Context: an optimization exercise on an open-source flow, tuned for small area, a short achievable clock period and few clock cycles per item. The choices shown serve that exercise and are no tape-out recipe.
Function was not checked in any run shown here: the RTL went through the layout flow alone.

==> flow/design.v (outline; a module is shown in full before it is edited, if it fits) <==
// module seven_segment_mux_scanner: 759 lines
module seven_segment_mux_scanner (
  input  logic                         clk_i,
  input  logic                         rst_ni,
  input  logic                         item_valid_i,
  output logic                         item_ready_o,
  input  logic                         item_req_type_i,
  input  logic [ssms_pkg::NumberW-1:0] item_number_i,
  input  logic [ssms_pkg::PointW-1:0]  item_point_index_i,
  output logic                         res_valid_o,
  input  logic                         res_ready_i,
  output logic [ssms_pkg::SegW-1:0]    res_segment_levels_o,
  output logic [ssms_pkg::EnableW-1:0] res_digit_enable_levels_o,
  output logic [ssms_pkg::PosW-1:0]    res_active_position_o,
  input  logic                         psel,
  input  logic                         penable,
  input  logic                         pwrite,
  input  logic [ssms_pkg::AddrW-1:0]   paddr,
  input  logic [ssms_pkg::DataW-1:0]   pwdata,
  output logic [ssms_pkg::DataW-1:0]   prdata,
  output logic                         pready
);
  // ...
==> flow/flow/run.sh <==
#!/bin/bash
# Layout flow: the standard flow (standard.sh) with two changes:
#  - ports are buffered with the cell named in flow/port_buffer.txt (when present)
#    instead of the cell the resizer picks by default; every port still gets a buffer;
#  - when flow/abc_map.script is present, the combinational logic of the standard
#    synthesis is re-mapped with that ABC script (same Yosys script otherwise). The
#    registers (names, count, cell types) are compared with the standard synthesis;
#    if they differ in any way the standard netlist is used unchanged.
# Each tool's output goes to a log file of its own in this folder.
set -uo pipefail
HERE=$(pwd)
RES=$HERE/orfs/results/$FLOW_PLATFORM/seven_segment_mux_scanner/base
EXTRA=()
if [[ -f flow/port_buffer.txt ]]; then
  EXTRA+=("BUFFER_PORTS_ARGS=-buffer_cell $(tr -d ' \n' < flow/port_buffer.txt)")
fi

bash standard.sh "${EXTRA[@]}" synth > $HERE/log_standard_synth.txt 2>&1 || exit 1
cp $RES/1_2_yosys.v $HERE/standard_1_2_yosys.v

# 2. the same synthesis with the ABC script replaced
if [[ -f flow/abc_map.script ]]; then
  MAKELINE=$(grep '^make ' standard.sh)
  {
    echo 'proc abc {args} {'
    echo '  set i [lsearch -exact $args -script]'
    echo "  if {\$i >= 0} { lset args [expr {\$i + 1}] $HERE/flow/abc_map.script }"
    echo '  yosys abc {*}$args'
    echo '}'
    cat synth_recipe.tcl
  } > $HERE/my_synth.tcl
  MYLINE=$(echo "$MAKELINE" | sed -e "s#WORK_HOME=[^ ]*#WORK_HOME=$HERE/orfs_my#" -e "s#SYNTH_SCRIPT=[^ ]*#SYNTH_SCRIPT=$HERE/my_synth.tcl#" -e 's#"\${@:-finish}"#synth#')
  eval "$MYLINE" > $HERE/log_my_synth.txt 2>&1
  MYRES=$HERE/orfs_my/results/$FLOW_PLATFORM/seven_segment_mux_scanner/base
  regs() { grep -E '^\s*sky130_fd_sc_hd__(df|edf|sdf|dl)[a-z0-9_]*\s' "$1" | awk '{print $1, $2}' | sed -E 's/_[0-9]+ / /' | sort; }
  if [[ -f $MYRES/1_2_yosys.v ]] && diff <(regs $HERE/standard_1_2_yosys.v) <(regs $MYRES/1_2_yosys.v) > $HERE/log_reg_diff.txt \
     && [[ $(regs $HERE/standard_1_2_yosys.v | wc -l) -gt 0 ]]; then
    echo "registers match; using the re-mapped netlist" > $HERE/log_choice.txt
    cp $MYRES/1_2_yosys.v $RES/1_2_yosys.v
    rm -f $RES/1_synth.odb $RES/1_synth.sdc
  else
    echo "registers differ; using the standard netlist" > $HERE/log_choice.txt
  fi
fi

# 3. the rest of the standard flow
bash standard.sh "${EXTRA[@]}" finish > $HERE/log_standard_finish.txt 2>&1
==> flow/flow/port_buffer.txt <==
sky130_fd_sc_hd__buf_1
==> flow/standard.sh <==
#!/bin/bash
# synth_recipe.tcl (not shown) runs the flow's synth.tcl, then flattens the netlist and writes it again
# the make line also repeats each setting of config.mk as NAME=value (left out here)
make -C /OpenROAD-flow-scripts/flow DESIGN_CONFIG=/design/flow/config.mk WORK_HOME=/design/flow/orfs CLKGATE_MAP_FILE= SYNTH_SCRIPT=/design/flow/synth_recipe.tcl "${@:-finish}"
==> flow/config.mk <==
export PLATFORM = sky130hd
export DESIGN_NAME = seven_segment_mux_scanner
export DESIGN_NICKNAME = seven_segment_mux_scanner
export VERILOG_FILES = /design/flow/design.v
export SDC_FILE = /design/flow/constraint.sdc
export NUM_CORES = 4
export LEC_CHECK = 0
export ABC_AREA = 1
export CAP_MARGIN = 20
export CORE_MARGIN = 2
export CORE_UTILIZATION = 40
export CTS_BUF_LIST = sky130_fd_sc_hd__clkbuf_16
export CTS_CLUSTER_DIAMETER = 100
export CTS_CLUSTER_SIZE = 20
export PLACE_DENSITY = 0.6
export SETUP_SLACK_MARGIN = 2.1
export SLEW_MARGIN = 20
==> flow/constraint.sdc <==
create_clock -name core_clock -period 4.5 [get_ports {clk_i}]
set_input_delay 0.9000 -clock core_clock [delete_from_list [all_inputs] [get_ports {clk_i}]]
set_output_delay 0.9000 -clock core_clock [all_outputs]
set_load 0.01 [all_outputs]
==> results.rst, run 1 <==
.. list-table::
   :header-rows: 1

   * - Metric
     - Value
   * - Share of the synthesized netlist area taken by xor and xnor gates
     - 0.006625
   * - Number of antenna violations at the first check in global routing
     - 0
   * - Clk buf depth
     - 3
   * - Largest family of logic cells by synthesized area
     - simple AND/OR/NAND/NOR gates
   * - R2R setup slack
     - 2240 ps
   * - Multi-input comb cells
     - 2141
   * - Total number of sequential cells
     - 276
   * - Crit Path Category
     - in -> out
   * - Post-detailed-route count of antenna-violating nets
     - 0
   * - Critical path origin
     - paddr[2]
   * - Depth of the critical timing path with buffers and inverters included
     - 5
   * - Sum of net half-perimeters after detailed placement
     - 28.52 mm
   * - Crit-path slowest cell
     - sky130_fd_sc_hd__o2111ai_2
   * - Maximum net fanout on the critical path
     - 4
   * - First-pass detailed-route iteration total
     - 8
   * - Multi-input gate share of the layout cell area
     - 0.4682
   * - Max reg flops
     - 32
   * - Most utilized layer in the global route result
     - met2
   * - Final instance count without filler cells
     - 3642
   * - Filler cell count
     - 4771
   * - Netlist area before placement
     - 0.01983 sq mm
   * - Commonest cells after routing, fill and taps aside
     - sky130_fd_sc_hd__nand2_1, sky130_fd_sc_hd__inv_1, sky130_fd_sc_hd__nand3_1, sky130_fd_sc_hd__edfxtp_1, sky130_fd_sc_hd__nor2_1
   * - DRT Wirelength
     - 39.10 mm
   * - Storage element area
     - 0.007983 sq mm
   * - Share of the clock period used by the worst path after layout
     - 0.5430
   * - Status
     - timing/DRC/antenna clean
==> run 2: changes to the inputs <==
--- a/flow/design.v
+++ b/flow/design.v
@@ -29,39 +29,44 @@
   output logic                         pready
 );
   logic [3:0] num_digits_q;
   logic       seg_act_high_q;
   logic       en_act_high_q;
   logic       scan_en_q;
   logic [2:0]      pos_q;
   logic [2:0]      nxt_q;
+  logic [7:0]      nxt_oh_q;
   logic [7:0][3:0] digit_q;
   logic [3:0]      point_q;
   logic [7:0]      held_q;
   logic [7:0]      en_q;
   logic            lit_q;
   logic            res_valid_q;
   logic       adv_w;
   logic       cfg_wr_w;
   logic [1:0] cfg_idx_w;
   logic [3:0] rd_w;
+  logic [3:0] rd_q;
   assign pready    = 1'b1;
   assign cfg_idx_w = paddr[3:2];
   assign cfg_wr_w  = psel && penable && pwrite;
   always_comb begin
     rd_w = '0;
     case (cfg_idx_w)
       2'd0: rd_w    = num_digits_q;
       2'd1: rd_w[0] = seg_act_high_q;
       2'd2: rd_w[0] = en_act_high_q;
       default: rd_w[0] = scan_en_q;
     endcase
   end
-  assign prdata = {28'd0, rd_w};
+  always_ff @(posedge clk_i) begin
+    rd_q <= rd_w;
+  end
+  assign prdata = {28'd0, rd_q};
   always_ff @(posedge clk_i or negedge rst_ni) begin
     if (!rst_ni) begin
       num_digits_q   <= 4'd4;
       seg_act_high_q <= 1'b1;
       en_act_high_q  <= 1'b0;
       scan_en_q      <= 1'b0;
     end else if (cfg_wr_w) begin
       case (cfg_idx_w)
@@ -690,32 +695,43 @@
   always_comb begin
     n_w = num_digits_q;
     if (num_digits_q == 4'd0) n_w = 4'd1;
     else if (num_digits_q > 4'd8) n_w = 4'd8;
   end
   function automatic logic [2:0] next_slot(logic [2:0] p, logic [3:0] n);
     next_slot = (({1'b0, p} + 4'd1) >= n) ? 3'd0 : p + 3'd1;
   endfunction
+  function automatic logic [7:0] next_oh(logic [7:0] p, logic [3:0] n);
+    logic wrap;
+    wrap = 1'b0;
+    for (int i = 0; i < 8; i++) begin
+      if (4'(i) + 4'd1 >= n) wrap = wrap | p[i];
+    end
+    next_oh = wrap ? 8'd1 : {p[6:0], 1'b0};
+  endfunction
   always_comb begin
-    dig_w = digit_q[nxt_q];
+    dig_w = '0;
+    for (int i = 0; i < 8; i++) begin
+      if (nxt_oh_q[i]) dig_w = dig_w | digit_q[i];
+    end
     case (dig_w)
       4'd0:   pat_w = 8'h3F;
       4'd1:   pat_w = 8'h06;
       4'd2:   pat_w = 8'h5B;
       4'd3:   pat_w = 8'h4F;
       4'd4:   pat_w = 8'h66;
       4'd5:   pat_w = 8'h6D;
       4'd6:   pat_w = 8'h7D;
       4'd7:   pat_w = 8'h07;
       4'd8:   pat_w = 8'h7F;
       4'd9:   pat_w = 8'h6F;
       default: pat_w = 8'h00;
     endcase
-    pat_w[7] = !point_q[3] && (point_q[2:0] == nxt_q);
+    pat_w[7] = !point_q[3] && nxt_oh_q[point_q[2:0]];
   end
   always_comb begin
     pos_d   = pos_q;
     digit_d = digit_q;
     point_d = point_q;
     held_d  = held_q;
     lit_d   = lit_q;
     en_d    = en_q;
@@ -738,24 +754,26 @@
       onehot_w = '0;
     end
     if (cfg_wr_w && (cfg_idx_w == 2'd3) && !pwdata[0]) lit_d = 1'b0;
   end
   always_ff @(posedge clk_i or negedge rst_ni) begin
     if (!rst_ni) begin
       pos_q       <= '0;
       nxt_q       <= 3'd1;
+      nxt_oh_q    <= 8'd2;
       point_q     <= 4'hF;
       held_q      <= '0;
       lit_q       <= 1'b0;
       digit_q     <= '0;
       res_valid_q <= 1'b0;
     end else begin
       pos_q   <= pos_d;
       nxt_q   <= tick_w ? next_slot(nxt_q, n_w) : next_slot(pos_q, n_w);
+      nxt_oh_q <= tick_w ? next_oh(nxt_oh_q, n_w) : next_oh(8'd1 << pos_q, n_w);
       point_q <= point_d;
       held_q  <= held_d;
       lit_q   <= lit_d;
       digit_q <= digit_d;
       if (adv_w) res_valid_q <= v5_q;
     end
   end
   always_ff @(posedge clk_i) begin
--- a/flow/config.mk
+++ b/flow/config.mk
@@ -8,10 +8,10 @@
 export ABC_AREA = 1
 export CAP_MARGIN = 20
 export CORE_MARGIN = 2
 export CORE_UTILIZATION = 40
 export CTS_BUF_LIST = sky130_fd_sc_hd__clkbuf_16
 export CTS_CLUSTER_DIAMETER = 100
 export CTS_CLUSTER_SIZE = 20
 export PLACE_DENSITY = 0.6
-export SETUP_SLACK_MARGIN = 2.1
+export SETUP_SLACK_MARGIN = 2.0
 export SLEW_MARGIN = 20
==> run 2 against run 1 <==
Sequential cell count increased by 12. Critical path depth shrank 1. Synthesized area increased by 1.5%. First-iteration DRC count grew 11%. Sequential share of layout area grew 1.5 points. Design area fell by 0.65%. Via count up 2.0%. Clock skew is 5.8 ps lower. Synthesized cell count increased by 1.2%. Critical endpoint is now item_ready_o.
==> results.rst, run 2 <==
.. list-table::
   :header-rows: 1

   * - Metric
     - Value
   * - WP data required
     - 3600 ps
   * - Primary flip-flop cell chosen by synthesis mapping
     - sky130_fd_sc_hd__edfxtp_1
   * - Filler cell count
     - 4950 (+3.8%)
   * - Worst endpoint data arrival time
     - 1550 ps
   * - Synthesized flop and latch total
     - 288
   * - Family with the most delay on the worst path
     - buffers and inverters
   * - Number of flops mapped to enable cells by yosys
     - 212
   * - Final period demand of the worst path
     - 2450 ps
   * - R2R setup slack
     - 2270 ps (+30 ps)
   * - DRT Wirelength
     - 39.86 mm (+1.9%)
   * - CP startpoint kind
     - primary input
   * - Leading post-synthesis cells by instance count
     - sky130_fd_sc_hd__nand2_1, sky130_fd_sc_hd__inv_1, sky130_fd_sc_hd__nand3_1, sky130_fd_sc_hd__nor2_1, sky130_fd_sc_hd__edfxtp_1
   * - I/O Pins
     - 134
   * - Overall die height
     - 228.3 microns
   * - Worst path setup slack after routing
     - 2050 ps
   * - Via-to-Cell Ratio
     - 4.951
   * - Post-placement setup slack
     - 1514 ps
   * - Fraction of layout cells with a size suffix above 1
     - 0.08423
   * - Net count reported at finish
     - 3071
   * - GR Overflow Total
     - 0
   * - Commonest cells after routing, fill and taps aside
     - sky130_fd_sc_hd__nand2_1, sky130_fd_sc_hd__inv_1, sky130_fd_sc_hd__nand3_1, sky130_fd_sc_hd__nor2_1, sky130_fd_sc_hd__edfxtp_1
   * - Die area
     - 0.05211 sq mm
   * - Delay contributed by the slowest stage of the critical path
     - 200 ps
   * - Largest net degree at the start of global routing
     - 171
   * - Most common cell after layout, fill and taps aside
     - sky130_fd_sc_hd__nand2_1
   * - Library cells used by synthesis
     - 59
   * - Maximum clock rate
     - 0.4081 GHz
   * - Relative slew slack
     - 0.3667
   * - Cell Rows
     - 82
   * - Number of placed instances, taps included
     - 3619
   * - Combined area of the multi-input logic cells
     - 0.01021 sq mm
   * - Number of antenna violations at the first check in global routing
     - 0 (unchanged)
   * - Total track usage
     - 0.1520
   * - Detailed-route via count
     - 18080
   * - Clk buf depth
     - 3 (unchanged)
   * - Ant. Diodes
     - 0
   * - Most frequent cell on the critical path
     - sky130_fd_sc_hd__buf_1
   * - Residual DRC
     - 0
   * - Final setup violation count
     - 0
   * - Proportion of synthesized chip area in sequential cells
     - 0.4104
   * - Core Footprint
     - 0.04986 sq mm
   * - Final-report max-slew violation count
     - 0
   * - Later-pin clock latency in the skew report
     - 530 ps
   * - Share of the clock period used by the worst path after layout
     - 0.5445 (+0.001502)
   * - Netlist area before placement
     - 0.02012 sq mm (+1.5%)
   * - DRT iter0 DRCs
     - 1008
   * - Slew at the pin closest to its max-slew limit
     - 949.9 ps
   * - Quantity of hold-fixing buffers added after cts
     - 0
   * - Detailed-route wire length per cell
     - 10.91 microns
   * - Combined buffer and inverter count along the critical path
     - 3
   * - Largest registers ranked by flip-flop count
     - digit_q: 32 flops, b1_q: 25 flops, b2_q: 20 flops
   * - Element type at the critical path end
     - output port
   * - Synth area leader
     - sky130_fd_sc_hd__edfxtp_1
   * - Clock sink total
     - 288
   * - Starting density of the core
     - 0.4035
   * - Crit Path Category
     - in -> out
   * - Layout Skew
     - 12.46 ps
   * - Hold Crit Class
     - reg -> reg
   * - CTS tree
     - done
   * - Status
     - timing/DRC/antenna clean
   * - Maximum net fanout on the critical path
     - 3 (-1)
   * - Crit-path cells
     - buf_1, nor2_4, clkinvlp_4, buf_1
   * - Number of warning messages in the yosys log
     - 1
   * - Layout overhead on the synthesized area
     - 8.140%
   * - Unrepaired setup endpoints after global routing
     - no
   * - Placer Congestion
     - 0.8923
   * - First-pass detailed-route iteration total
     - 7 (-1)
   * - Most frequent cell after synthesis
     - sky130_fd_sc_hd__nand2_1
   * - Area fraction of the dominant cell type after synthesis
     - 0.3164
   * - Count of buffers from port buffering
     - 74
   * - Largest register by flop count
     - digit_q
   * - Cts bufs inserted
     - 18
   * - Post-detailed-route count of antenna-violating nets
     - 0 (unchanged)
   * - Number of hold-slack violations in the final timing report
     - 0
   * - Post-CTS clock slew at the launch and capture registers of the worst setup and hold paths
     - 80 ps
   * - Max cap viols
     - 0
   * - Average cell area after synthesis
     - 6.996 sq um
   * - First-pass GRT wire length
     - 70.53 mm
   * - Die boundary width
     - 228.3 microns
   * - Cell at the root of the clock tree
     - sky130_fd_sc_hd__clkbuf_16
   * - Async S/R FF share, synth
     - 0.2500
   * - Final instance count without filler cells
     - 3652 (+0.27%)
   * - Worst-case hold slack
     - 421.9 ps
   * - Max reg flops
     - 32 (unchanged)
   * - Sum of net half-perimeters after detailed placement
     - 30.14 mm (+5.7%)
   * - Most area-consuming cells after synthesis
     - sky130_fd_sc_hd__edfxtp_1, sky130_fd_sc_hd__nand2_1, sky130_fd_sc_hd__nand3_1
   * - Post-Syn Instances
     - 2876
   * - Vias in the first global route
     - 16850
   * - Crit-path slowest cell
     - sky130_fd_sc_hd__clkinvlp_4
   * - Storage element area
     - 0.008258 sq mm (+3.4%)
   * - H-Tree Depth
     - 1
-- run 2: layout make-up --
type                    count  share of cell area
well taps                 672             0.03865
repair buffers             83             0.01650
multi-input cells        2171              0.4694
flip-flops and latches    288              0.3796
inverters                 410             0.07108
clock buffers              19             0.02185
clock inverters             8            0.002760
repair inverters            1           0.0002300
-- run 2: worst paths after layout --
check | start | endpoint | cells after the start
worst max-delay path | res_ready_i | item_ready_o | 4
worst min-delay path | b1_q[11] | b2_q[11] | 0
worst max register to register | nxt_oh_q[0] | held_q[6] | 14
worst min register to register | b1_q[11] | b2_q[11] | 0
max in group asynchronous | rst_ni | point_q[2] | 2
min in group asynchronous | rst_ni | num_digits_q[0] | 1
-- run 2: routing by layer --
layer / up-vias / part of all wire / track usage
li1: 9533 / - / -
met2: 295 / 0.48 / 0.2833
met4: 0 / 0.016 / 0.03493
met5: - / 0 / 0
met3: 41 / 0.031 / 0.01525
met1: 8213 / 0.47 / 0.1882
-- run 2: kinds of logic (layout without fill, tap and decap cells) --
group           after synthesis  in the layout  share of synthesized area
simple gates               1733           1733                     0.3699
other cells                   2             29                  0.0003733
mux                           1              1                  0.0004975
compound gates              378            378                     0.1141
xor+xnor                     12             12                   0.005224
buf+inv                     444            521                    0.08831
flops                       288            288                     0.4104
fa+ha+maj                    18             18                    0.01119
-- run 2: worst register-to-register path, cell delays in order, from the launching register on --
cell	delay [ps]
sky130_fd_sc_hd__dfrtp_1	470
sky130_fd_sc_hd__nand2_1	100
sky130_fd_sc_hd__nand2_1	50
sky130_fd_sc_hd__a21oi_1	120
sky130_fd_sc_hd__o221ai_1	150
sky130_fd_sc_hd__a221o_1	320
sky130_fd_sc_hd__a21oi_2	190
sky130_fd_sc_hd__inv_1	90
sky130_fd_sc_hd__ha_1	180
sky130_fd_sc_hd__inv_1	50
sky130_fd_sc_hd__a21oi_1	70
sky130_fd_sc_hd__o21ai_0	120
sky130_fd_sc_hd__nand3_1	100
sky130_fd_sc_hd__nand3_1	90
sky130_fd_sc_hd__nand2_1	50
-- run 2: repair_timing --
action,4_1_cts,5_1_grt
buffers inserted,3,2
resized for setup,0,6
setup endpoints to repair,1,18
cloned,1,0
pin swaps,1,1
-- run 2: stage by stage --
stage	setup TNS, ps	cell area, sq um	util
finish	0	21760	0.4363
global route	0	21760	0.4363
CTS	0	21720	0.4355
detailed placement	0	21150	0.4242
global placement	0	21150	0.4242
floorplan	-31070	20230	-

-- static timing again, ports no longer ideal --
No port has a modelled driver above. Below, the same layouts with a new extraction and two added sets of constraints.
Step 1 (the two cells are an assumption about what drives the block):
set clk [get_ports {clk_i}]
set_driving_cell -lib_cell sky130_fd_sc_hd__clkbuf_16 $clk
set_driving_cell -lib_cell sky130_fd_sc_hd__buf_2 [delete_from_list [all_inputs] $clk]
Step 2 also shifts input and output timing later by t, the mid clock arrival at the registers, as if the neighbouring blocks saw the same clock.
Slacks: ideal ports / drivers / drivers and shift; pairs: ideal ports / drivers.
| run | shift t [ns] | slack for setup (ns) | worst setup path after step 2 | worst register clock-pin slew, ns | worst data-port slew with drivers (ns) |
|---|---|---|---|---|---|
| run 1 | 0.575 | 2.056 / 2.018 / 1.634 | input to register | 0.09 / 0.09 | 0.05 |
| run 2 | 0.578 | 2.050 / 2.027 / 1.828 | input to register | 0.09 / 0.09 | 0.03 |
After both steps setup and hold are still met in every run listed. For run 1, which loses most, drivers alone change the setup slack by -0.038 ns; drivers and shift together by -0.422 ns.
